Source: an optimization exercise on an open RTL-to-GDS flow (aim: small area, a short achievable clock period and few clock cycles per item). Production flows keep margins and buffers that such runs may drop.
In this exercise RTL edits were held to simulation tests only and were not proved equivalent to the original.

== run A ==
## yuv_to_rgb_top
module yuv_to_rgb_top (
	input logic CLOCK_50_I,
	input logic Resetn,
	input logic [31:0] in_pair,
	input logic in_valid,
	output logic in_ready,
	output logic [15:0] out_word,
	output logic out_valid,
	input logic out_ready
);
clock: 12.0 ns
lec_check: 0
cap_margin: 50
core_margin: 2
core_utilization: 40
slew_margin: 70
run.sh (not shown) runs the stock make flow with config.mk's settings and CLKGATE_MAP_FILE= SYNTH_SCRIPT=/design/flow/synth_recipe.tcl, a recipe that flattens the netlist after the stock synthesis.
Run A did not stop at any stage, and its layout met the timing, design-rule and antenna checks.
Testbench counts of run A, summed over its fixed seeds: cycles 23,376, items 7,680.
Changes in run B relative to run A:
- swapping 40 for 65 in CORE_UTILIZATION
- swapping 50 for 20 in CAP_MARGIN
- putting PLACE_DENSITY at 0.75 where nothing was set
- swapping 70 for 20 in SLEW_MARGIN
--- outcome ---
- Run B ended with every stage complete and zero timing, DRC or antenna violations.
- First-iteration DRC count: run B > run A
- Worst slew margin relative to its limit in run B is 41 points below run A.
- Lower clock period minus worst slack goes to run A over run B.
- When run B is measured against run A, its utilization turns out 26 points higher.
- Changes observed in run B relative to run A: global-route usage went up 9.3 points; number of library cell types mapped by synthesis held.
- From run A to run B the numbers moved as follows: global routing met2 resource utilization went up by 17 points; total of clock buffers placed in the layout fell 5.
--- input diff run B..run C ---
- CORE_UTILIZATION now 40, was 65
- PLACE_DENSITY no longer set, was 0.75
==> run summary <==
Delta (run C minus run B): core utilization has decreased; area growth from synthesis to final layout +1.6 points; worst setup slack after layout saw an increase; initial standard-cell utilization of the core saw a decrease.

Another version of the RTL of yuv_to_rgb_top (not shown whole).
Size in the first run: roughly 1700 cells after synthesis, about 380 flip-flops, about 23000 um^2 of cells after synthesis.
Settings: LEC_CHECK=0, CAP_MARGIN=20, CORE_MARGIN=2, CORE_UTILIZATION=40, CTS_BUF_LIST=sky130_fd_sc_hd__clkbuf_16, CTS_CLUSTER_DIAMETER=100, CTS_CLUSTER_SIZE=25, SLEW_MARGIN=20; clock period 12.0 ns.
standard.sh (not shown) runs the stock make flow with config.mk's settings and CLKGATE_MAP_FILE= SYNTH_SCRIPT=/design/flow/synth_recipe.tcl, a recipe that flattens the netlist after the stock synthesis.
==> flow/flow/run.sh <==
#!/bin/bash
# The standard layout (standard.sh) with two changes to how it is made; the
# clock period and constraints are unchanged:
# - ports get a plain buffer (buf_2) instead of the delay cell buffer_ports
#   picks by default;
# - ORFS's repair_timing is asked for a setup margin, so the resizer works on
#   paths longer than the period less the margin.
set -euo pipefail
MARGIN=8.4
sed "s|^make -C |make SETUP_SLACK_MARGIN=$MARGIN SKIP_GATE_CLONING=1 'BUFFER_PORTS_ARGS=-buffer_cell sky130_fd_sc_hd__buf_2' -C |" standard.sh > flow_margin.sh
grep -q "SETUP_SLACK_MARGIN=$MARGIN" flow_margin.sh
bash flow_margin.sh finish > make.log 2>&1
Testbench counts at the start, summed over its fixed seeds: cycles 23,360, items 7,680.
Then changed:
==> flow/run.sh (new file) <==
#!/bin/bash
# synth_recipe.tcl (not shown) runs the flow's synth.tcl, then flattens the netlist and writes it again
# the make line also repeats each setting of config.mk as NAME=value (left out here)
make -C /OpenROAD-flow-scripts/flow DESIGN_CONFIG=/design/flow/config.mk WORK_HOME=/design/flow/orfs CLKGATE_MAP_FILE= SYNTH_SCRIPT=/design/flow/synth_recipe.tcl finish
removed: flow/flow/run.sh
removed: flow/standard.sh
=> Worst setup slack degrades by 940 ps. Via count is lower slightly. Wire length is lower by a few percent. Final area is lower slightly.
Then changed:
==> flow/flow/run.sh (new file) <==
#!/bin/bash
# The standard layout (standard.sh) with two changes to how it is made; the
# clock period and constraints are unchanged:
# - ports get a plain buffer (buf_2) instead of the delay cell buffer_ports
#   picks by default;
# - ORFS's repair_timing is asked for a setup margin, so the resizer works on
#   paths longer than the period less the margin.
set -euo pipefail
MARGIN=8.5
sed "s|^make -C |make SETUP_SLACK_MARGIN=$MARGIN SKIP_GATE_CLONING=1 'BUFFER_PORTS_ARGS=-buffer_cell sky130_fd_sc_hd__buf_2' -C |" standard.sh > flow_margin.sh
grep -q "SETUP_SLACK_MARGIN=$MARGIN" flow_margin.sh
bash flow_margin.sh finish > make.log 2>&1
==> flow/standard.sh (new file) <==
#!/bin/bash
# synth_recipe.tcl (not shown) runs the flow's synth.tcl, then flattens the netlist and writes it again
# the make line also repeats each setting of config.mk as NAME=value (left out here)
make -C /OpenROAD-flow-scripts/flow DESIGN_CONFIG=/design/flow/config.mk WORK_HOME=/design/flow/orfs CLKGATE_MAP_FILE= SYNTH_SCRIPT=/design/flow/synth_recipe.tcl "${@:-finish}"
- TNS_END_PERCENT: not set -> 30
removed: flow/run.sh
Global-route usage climbs by 0.36 points.
Die area is unchanged.
Core utilization rose by 1.5 points.
Via count rose by 3.3%.
Wire length rises by 5.1%.
Setup slack improves by 930 ps.
Sequential share of layout area fell by 1.4 points.
Area after synthesis is unchanged.
Then changed:
--- a/flow/flow/run.sh
+++ b/flow/flow/run.sh
@@ -8,3 +8,3 @@
 set -euo pipefail
-MARGIN=8.5
+MARGIN=8.45
 sed "s|^make -C |make SETUP_SLACK_MARGIN=$MARGIN SKIP_GATE_CLONING=1 'BUFFER_PORTS_ARGS=-buffer_cell sky130_fd_sc_hd__buf_2' -C |" standard.sh > flow_margin.sh
- TNS_END_PERCENT: 30 -> not set
Utilization fell by 0.55 points.
Setup slack loses 60 ps.
Design area fell by 1.2%.
Non-clock buffer count fell by 36.
Fmax fell by 1.7%.

-- what the ideal ports hide --
The results above use ideal ports. As a check the final layouts listed here were re-extracted and re-timed, cells and wires unchanged.
Step 1 (the two cells are an assumption about what drives the block):
set clk [get_ports {CLOCK_50_I}]
set_driving_cell -lib_cell sky130_fd_sc_hd__clkbuf_16 $clk
set_driving_cell -lib_cell sky130_fd_sc_hd__buf_2 [delete_from_list [all_inputs] $clk]
Step 2, shift: input delay + t, output delay - t, t = (earliest + latest rising clock arrival at the registers) / 2. This alone moves slack from input paths to output paths.
Three values: no drivers, after step 1, after step 2; two values: the first two.
| run | shift t [ns] | setup WS [ns] | hold slack, ns | worst setup path at the end | cell pins on the clock port's net |
|---|---|---|---|---|---|
| run A | 0.601 | 7.598 / 7.598 / 7.298 | 0.417 / 0.417 / 0.417 | input to register | 1 |
| run B | 0.605 | 7.495 / 7.495 / 6.927 | 0.414 / 0.414 / 0.414 | input to register | 1 |
| run C | 0.609 | 7.532 / 7.532 / 7.291 | 0.408 / 0.408 / 0.408 | input to register | 1 |
| the first run of note 2 | 0.598 | 8.453 / 8.400 / 8.004 | 0.421 / 0.421 / 0.421 | input to register | 1 |
| the second run of note 2 | 0.601 | 7.518 / 7.551 / 6.950 | 0.416 / 0.416 / 0.416 | input to register | 1 |
| the third run of note 2 | 0.594 | 8.451 / 8.395 / 7.939 | 0.420 / 0.420 / 0.420 | input to register | 1 |
| the fourth run of note 2 | 0.603 | 8.391 / 8.391 / 8.011 | 0.423 / 0.423 / 0.423 | input to register | 1 |
After both steps every run listed still meets setup and hold.
